Context: an optimization exercise on an open-source flow, tuned for a short achievable clock period and few clock cycles. The choices shown serve that exercise and are no tape-out recipe.
Where RTL was checked, it was by simulation tests only, not by an equivalence proof against the original.
Power is estimated from default activity; no workload was simulated.

==> flow/design.v <==
package icache_pkg;
  localparam int unsigned ICACHE_OFF_W = $clog2(4);
  localparam int unsigned ICACHE_IDX_W = $clog2(16);
  localparam int unsigned ICACHE_TAG_W = 32 - ICACHE_IDX_W - ICACHE_OFF_W - 2;
  typedef union packed {
    logic [32-1:0] raw;
    struct packed {
      logic [ICACHE_TAG_W-1:0] tag;
      logic [ICACHE_IDX_W-1:0] index;
      logic [ICACHE_OFF_W-1:0] offset;
      logic [1:0]              byte_off;
    } fields;
  } icache_addr_u;
  typedef enum logic [1:0] {
    LOOKUP,
    RESPOND,
    REFILL,
    ALLOCATE
  } icache_state_e;
endpackage
`timescale 1ns/1ps
module icache_top (
  input  logic                      clk_i,
  input  logic                      rst_ni,
  input  logic                      flush_i,
  input  logic                      if_req_i,
  input  logic [32-1:0] if_addr_i,
  output logic                      if_ack_o,
  output logic [31:0]               if_data_o,
  output logic                      m_arvalid_o,
  output logic [32-1:0] m_araddr_o,
  input  logic                      m_arready_i,
  input  logic                      m_rvalid_i,
  input  logic [31:0]               m_rdata_i,
  output logic                      m_rready_o
);
  logic [29:0] addr;
  assign addr = if_addr_i[31:2];
  logic [31:0] mem_q [64];
  logic [23:0] tag_q [16];
  logic [15:0] lval_q;    
  logic [63:0] wval_q;    
  logic [29:0] p_q;       
  logic [29:0] pn_q;      
  logic [29:0] n_q;       
  logic [31:0] d_q;       
  logic        ok_q;      
  logic        lok_q;     
  logic        need_q;    
  logic        byp_q;     
  logic [29:0] last_q;    
  logic [29:0] lb_q;      
  logic [29:0] le_q;      
  logic        lv_q;      
  logic [5:0]  fq_iw_q   [8];   
  logic [7:0]  fq_live_q;
  logic [3:0]  cnt_q;
  logic        rdy_q;          
  logic        arv_q;
  logic [27:0] ar_line_q;
  logic [1:0]  ar_w_q;
  logic [2:0]  eng_cnt_q;   
  logic        eng_live_q;
  logic        lineok_n;
  logic [15:0] eq_n;
  always_comb begin
    for (int i = 0; i < 16; i++) eq_n[i] = lval_q[i] && (tag_q[i] == n_q[29:6]);
  end
  assign lineok_n = eq_n[n_q[5:2]];
  logic [5:0]  head_iw;
  logic        head_live;
  logic        beat, beat_live;
  assign head_iw   = fq_iw_q[0];
  assign head_live = fq_live_q[0];
  assign m_rready_o = rdy_q;
  assign beat      = m_rvalid_i && m_rready_o;
  assign beat_live = beat && head_live;
  logic        fwd_p, fwd_n;
  assign fwd_p = m_rvalid_i && byp_q;
  assign fwd_n = beat_live && (head_iw == n_q[5:0]);
  logic [31:0] d_n;
  logic        ok_n;
  assign d_n  = fwd_n ? m_rdata_i : mem_q[n_q[5:0]];
  assign ok_n = lineok_n && (wval_q[n_q[5:0]] || fwd_n);
  logic        lineok_a, fwd_a, ok_a;
  logic [31:0] d_a;
  assign lineok_a = lval_q[addr[5:2]] && (tag_q[addr[5:2]] == addr[29:6]);
  assign fwd_a    = beat_live && (head_iw == addr[5:0]);
  assign d_a      = fwd_a ? m_rdata_i : mem_q[addr[5:0]];
  assign ok_a     = lineok_a && (wval_q[addr[5:0]] || fwd_a);
  logic        lok_nx;
  always_comb begin
    if (flush_i)       lok_nx = 1'b0;
    else if (ack)      lok_nx = lineok_n;
    else if (miss_new) lok_nx = lineok_a;
    else               lok_nx = lok_q || start;
  end
  logic [29:0] pred_n;
  assign pred_n = (lv_q && (n_q == le_q)) ? lb_q : n_q + 30'd1;
  logic match, ack, miss_new;
  assign match    = (addr == p_q);
  assign ack      = if_req_i && match && (ok_q || fwd_p);
  assign miss_new = if_req_i && !match;
  logic match_o;
  assign match_o  = (addr == ~pn_q);
  assign if_ack_o = if_req_i && match_o && (ok_q || fwd_p);
  assign if_data_o = ok_q ? d_q : m_rdata_i;
  logic start, arfire;
  assign start  = if_req_i && match && need_q;
  assign m_arvalid_o = arv_q || (if_req_i && match_o && need_q);
  assign m_araddr_o  = arv_q ? {ar_line_q, ar_w_q, 2'b00} : {p_q, 2'b00};
  assign arfire = m_arvalid_o && m_arready_i;
  logic [3:0] cnt_nn, cnt_nf, cnt_n;
  assign cnt_nn = cnt_q - {3'd0, beat};
  assign cnt_nf = cnt_q + 4'd1 - {3'd0, beat};
  assign cnt_n  = arfire ? cnt_nf : cnt_nn;
  logic [2:0] push_at;
  assign push_at = cnt_q[2:0] - {2'd0, beat};
  logic [5:0] fq_iw_nx [8];
  always_comb begin
    for (int i = 0; i < 8; i++) begin
      fq_iw_nx[i] = (beat && i < 7) ? fq_iw_q[(i + 1) % 8] : fq_iw_q[i];
    end
  end
  logic [2:0] eng_cnt_n;
  always_comb begin
    eng_cnt_n = eng_cnt_q;
    if (start) eng_cnt_n = 3'd4;
    if (arfire) eng_cnt_n = eng_cnt_n - 3'd1;
  end
  logic       fire_ns;    
  logic [2:0] eng_ns;
  logic       arv_ns, arv_n, engz_ns;
  assign fire_ns = arv_q && m_arready_i;
  assign eng_ns  = fire_ns ? eng_cnt_q - 3'd1 : eng_cnt_q;
  assign engz_ns = (eng_ns == 3'd0);
  assign arv_ns  = !engz_ns;
  assign arv_n   = start || arv_ns;
  always_ff @(posedge clk_i or negedge rst_ni) begin
    if (!rst_ni) begin
      arv_q      <= 1'b0;
      ar_line_q  <= '0;
      ar_w_q     <= '0;
      eng_cnt_q  <= '0;
      eng_live_q <= 1'b0;
    end else begin
      eng_cnt_q <= eng_cnt_n;
      arv_q     <= arv_n;
      if (start) begin
        ar_line_q  <= p_q[29:2];
        ar_w_q     <= arfire ? p_q[1:0] + 2'd1 : p_q[1:0];
        eng_live_q <= 1'b1;
      end else if (arfire) begin
        ar_w_q <= ar_w_q + 2'd1;
      end
      if (flush_i) eng_live_q <= 1'b0;
    end
  end
  always_ff @(posedge clk_i or negedge rst_ni) begin
    if (!rst_ni) begin
      cnt_q     <= '0;
      rdy_q     <= 1'b0;
      fq_live_q <= '0;
    end else begin
      cnt_q <= cnt_n;
      rdy_q <= arfire || (cnt_nn != 4'd0);
      fq_live_q <= fq_live_nx;
    end
  end
  logic [7:0] fq_live_nx;
  logic [5:0] iw0_nx;
  always_comb begin
    for (int i = 0; i < 8; i++) begin
      fq_live_nx[i] = (i < 7) ? (beat ? fq_live_q[(i + 1) % 8] : fq_live_q[i]) : (!beat && fq_live_q[7]);
      if (flush_i || (start && fq_iw_nx[i][5:2] == p_q[5:2])) fq_live_nx[i] = 1'b0;
      if (arfire && (3'(i) == push_at)) fq_live_nx[i] = (start || eng_live_q) && !flush_i;
    end
    iw0_nx = (arfire && push_at == 3'd0) ? m_araddr_o[7:2] : fq_iw_nx[0];
  end
  always_ff @(posedge clk_i) begin
    for (int i = 0; i < 8; i++) begin
      if (arfire && (3'(i) == push_at)) fq_iw_q[i] <= m_araddr_o[7:2];
      else if (beat && i < 7) fq_iw_q[i] <= fq_iw_q[(i + 1) % 8];
    end
  end
  always_ff @(posedge clk_i or negedge rst_ni) begin
    if (!rst_ni) begin
      lval_q <= '0;
      wval_q <= '0;
    end else begin
      if (beat_live && !flush_i && !(start && head_iw[5:2] == p_q[5:2])) begin
        wval_q[head_iw] <= 1'b1;
      end
      if (start) begin
        lval_q[p_q[5:2]]        <= 1'b1;
        wval_q[p_q[5:2]*4 +: 4] <= 4'b0000;
      end
      if (flush_i) lval_q <= '0;
    end
  end
  always_ff @(posedge clk_i) begin
    if (start) tag_q[p_q[5:2]] <= p_q[29:6];
    if (beat_live) mem_q[head_iw] <= m_rdata_i;
  end
  always_ff @(posedge clk_i or negedge rst_ni) begin
    if (!rst_ni) begin
      p_q    <= '0;
      pn_q   <= '1;
      n_q    <= '0;
      ok_q   <= 1'b0;
      lok_q  <= 1'b0;
      need_q <= 1'b0;
      byp_q  <= 1'b0;
      last_q <= '0;
      lb_q   <= '0;
      le_q   <= '0;
      lv_q   <= 1'b0;
    end else begin
      if (ack) begin
        p_q    <= n_q;
        pn_q   <= ~n_q;
        n_q    <= pred_n;
        ok_q   <= ok_n;
        lok_q  <= lineok_n;
        last_q <= p_q;
      end else if (miss_new) begin
        p_q    <= addr;
        pn_q   <= ~addr;
        n_q    <= addr + 30'd1;
        ok_q   <= ok_a;
        lok_q  <= lineok_a;
        if (addr == lb_q) begin
          le_q <= last_q;
          lv_q <= 1'b1;
        end else begin
          lb_q <= addr;
          lv_q <= 1'b0;
        end
      end else begin
        if (fwd_p) ok_q <= 1'b1;
        if (start) lok_q <= 1'b1;
      end
      if (flush_i) begin
        ok_q  <= 1'b0;
        lok_q <= 1'b0;
      end
      need_q <= !start && !lok_nx && engz_ns;
      byp_q  <= ack      ? fq_live_nx[0] && (iw0_nx == n_q[5:0]) && lineok_n :
                miss_new ? fq_live_nx[0] && (iw0_nx == addr[5:0]) && lineok_a :
                           fq_live_nx[0] && (iw0_nx == p_q[5:0]) && (lok_q || start) && !flush_i;
    end
  end
  always_ff @(posedge clk_i) begin
    if (ack) begin
      d_q <= d_n;
    end else if (miss_new) begin
      d_q <= d_a;
    end else if (fwd_p) begin
      d_q <= m_rdata_i;
    end
  end
endmodule
==> flow/config.mk <==
export PLATFORM = sky130hd
export DESIGN_NAME = icache_top
export DESIGN_NICKNAME = icache_top
export VERILOG_FILES = /design/flow/design.v
export SDC_FILE = /design/flow/constraint.sdc
export NUM_CORES = 4
export LEC_CHECK = 0
export ABC_CLOCK_PERIOD_IN_PS = 3500
export CAP_MARGIN = 20
export CORE_MARGIN = 2
export CORE_UTILIZATION = 45
export PLACE_DENSITY = 0.6
export SETUP_SLACK_MARGIN = 2.5
export SLEW_MARGIN = 20
==> flow/constraint.sdc <==
create_clock -name core_clock -period 6.0 [get_ports {clk_i}]
set_input_delay 1.2000 -clock core_clock [delete_from_list [all_inputs] [get_ports {clk_i}]]
set_output_delay 1.2000 -clock core_clock [all_outputs]
set_load 0.01 [all_outputs]
standard.sh (not shown) runs the stock make flow with config.mk's settings and CLKGATE_MAP_FILE= SYNTH_SCRIPT=/design/flow/synth_recipe.tcl, a recipe that flattens the netlist after the stock synthesis.
==> flow/flow/run.sh <==
#!/bin/bash
# Standard ORFS layout, with the delay cells kept out of the port buffers and
# timing repair (plain buffers are faster for the I/O paths).
set -euo pipefail
export DONT_USE_CELLS="sky130_fd_sc_hd__clkdlybuf4s15_1 sky130_fd_sc_hd__clkdlybuf4s15_2 sky130_fd_sc_hd__clkdlybuf4s18_1 sky130_fd_sc_hd__clkdlybuf4s18_2 sky130_fd_sc_hd__clkdlybuf4s25_1 sky130_fd_sc_hd__clkdlybuf4s25_2 sky130_fd_sc_hd__clkdlybuf4s50_1 sky130_fd_sc_hd__clkdlybuf4s50_2 sky130_fd_sc_hd__dlygate4sd1_1 sky130_fd_sc_hd__dlygate4sd2_1 sky130_fd_sc_hd__dlygate4sd3_1 sky130_fd_sc_hd__dlymetal6s2s_1 sky130_fd_sc_hd__dlymetal6s4s_1 sky130_fd_sc_hd__dlymetal6s6s_1"
export BUFFER_PORTS_ARGS="-buffer_cell sky130_fd_sc_hd__buf_4"
bash standard.sh > standard.log 2>&1
Testbench counts at the start, summed over its fixed seeds: cycles 29,144.
==> next run, changes <==
--- a/flow/design.v
+++ b/flow/design.v
@@ -40,15 +40,13 @@
   logic [23:0] tag_q [16];
   logic [15:0] lval_q;    
   logic [63:0] wval_q;    
   logic [29:0] p_q;       
-  logic [29:0] pn_q;      
   logic [29:0] n_q;       
   logic [31:0] d_q;       
   logic        ok_q;      
   logic        lok_q;     
   logic        need_q;    
-  logic        byp_q;     
   logic [29:0] last_q;    
   logic [29:0] lb_q;      
   logic [29:0] le_q;      
   logic        lv_q;      
@@ -75,9 +73,9 @@
   assign m_rready_o = rdy_q;
   assign beat      = m_rvalid_i && m_rready_o;
   assign beat_live = beat && head_live;
   logic        fwd_p, fwd_n;
-  assign fwd_p = m_rvalid_i && byp_q;
+  assign fwd_p = beat_live && (head_iw == p_q[5:0]) && lok_q;
   assign fwd_n = beat_live && (head_iw == n_q[5:0]);
   logic [31:0] d_n;
   logic        ok_n;
   assign d_n  = fwd_n ? m_rdata_i : mem_q[n_q[5:0]];
@@ -100,15 +98,13 @@
   logic match, ack, miss_new;
   assign match    = (addr == p_q);
   assign ack      = if_req_i && match && (ok_q || fwd_p);
   assign miss_new = if_req_i && !match;
-  logic match_o;
-  assign match_o  = (addr == ~pn_q);
-  assign if_ack_o = if_req_i && match_o && (ok_q || fwd_p);
+  assign if_ack_o  = ack;
   assign if_data_o = ok_q ? d_q : m_rdata_i;
   logic start, arfire;
   assign start  = if_req_i && match && need_q;
-  assign m_arvalid_o = arv_q || (if_req_i && match_o && need_q);
+  assign m_arvalid_o = arv_q || start;
   assign m_araddr_o  = arv_q ? {ar_line_q, ar_w_q, 2'b00} : {p_q, 2'b00};
   assign arfire = m_arvalid_o && m_arready_i;
   logic [3:0] cnt_nn, cnt_nf, cnt_n;
   assign cnt_nn = cnt_q - {3'd0, beat};
@@ -163,20 +159,16 @@
       fq_live_q <= '0;
     end else begin
       cnt_q <= cnt_n;
       rdy_q <= arfire || (cnt_nn != 4'd0);
-      fq_live_q <= fq_live_nx;
-    end
-  end
-  logic [7:0] fq_live_nx;
-  logic [5:0] iw0_nx;
-  always_comb begin
-    for (int i = 0; i < 8; i++) begin
-      fq_live_nx[i] = (i < 7) ? (beat ? fq_live_q[(i + 1) % 8] : fq_live_q[i]) : (!beat && fq_live_q[7]);
-      if (flush_i || (start && fq_iw_nx[i][5:2] == p_q[5:2])) fq_live_nx[i] = 1'b0;
-      if (arfire && (3'(i) == push_at)) fq_live_nx[i] = (start || eng_live_q) && !flush_i;
-    end
-    iw0_nx = (arfire && push_at == 3'd0) ? m_araddr_o[7:2] : fq_iw_nx[0];
+      for (int i = 0; i < 8; i++) begin
+        logic live;
+        live = (i < 7) ? (beat ? fq_live_q[(i + 1) % 8] : fq_live_q[i]) : (!beat && fq_live_q[7]);
+        if (flush_i || (start && fq_iw_nx[i][5:2] == p_q[5:2])) live = 1'b0;
+        if (arfire && (3'(i) == push_at)) live = (start || eng_live_q) && !flush_i;
+        fq_live_q[i] <= live;
+      end
+    end
   end
   always_ff @(posedge clk_i) begin
     for (int i = 0; i < 8; i++) begin
       if (arfire && (3'(i) == push_at)) fq_iw_q[i] <= m_araddr_o[7:2];
@@ -204,29 +196,25 @@
   end
   always_ff @(posedge clk_i or negedge rst_ni) begin
     if (!rst_ni) begin
       p_q    <= '0;
-      pn_q   <= '1;
       n_q    <= '0;
       ok_q   <= 1'b0;
       lok_q  <= 1'b0;
       need_q <= 1'b0;
-      byp_q  <= 1'b0;
       last_q <= '0;
       lb_q   <= '0;
       le_q   <= '0;
       lv_q   <= 1'b0;
     end else begin
       if (ack) begin
         p_q    <= n_q;
-        pn_q   <= ~n_q;
         n_q    <= pred_n;
         ok_q   <= ok_n;
         lok_q  <= lineok_n;
         last_q <= p_q;
       end else if (miss_new) begin
         p_q    <= addr;
-        pn_q   <= ~addr;
         n_q    <= addr + 30'd1;
         ok_q   <= ok_a;
         lok_q  <= lineok_a;
         if (addr == lb_q) begin
@@ -244,11 +232,8 @@
         ok_q  <= 1'b0;
         lok_q <= 1'b0;
       end
       need_q <= !start && !lok_nx && engz_ns;
-      byp_q  <= ack      ? fq_live_nx[0] && (iw0_nx == n_q[5:0]) && lineok_n :
-                miss_new ? fq_live_nx[0] && (iw0_nx == addr[5:0]) && lineok_a :
-                           fq_live_nx[0] && (iw0_nx == p_q[5:0]) && (lok_q || start) && !flush_i;
     end
   end
   always_ff @(posedge clk_i) begin
     if (ack) begin
What happened:
- via count is about the same
- synthesized cell count fell by 1.5%
- final cell count fell by about 1.1%
- clock power fell by about 6%
- flip-flop and latch count fell by 31
The RTL of the second run of this note was laid out without a check of its function.

[separate check: timing with driven ports]
The results above use ideal ports. As a check the final layouts listed here were re-extracted and re-timed, cells and wires unchanged.
Step 1 sets driving cells, clkbuf_16 on the clock port and buf_2 on the other inputs (assumed; they add their load-dependent delay and slew).
Step 2 adds t to the input delays and takes it off the output delays; t is the mean of the earliest and latest rising clock arrival at the registers after step 1. Input paths then give back, and output paths get back, about the clock's delay inside the block.
Three values: no drivers, after step 1, after step 2; two values: the first two.
| run | shift t [ns] | setup slack, ns | pins driven straight from the clock port |
|---|---|---|---|
| the first run | 1.004 | 2.143 / 1.967 / 1.267 | 1 |
| the second run | 0.966 | 1.998 / 1.847 / 1.262 | 1 |
After both steps every run listed still meets setup and hold. The setup slack of the first run, which loses most, moves by -0.176 ns with the drivers and by -0.876 ns with both steps.
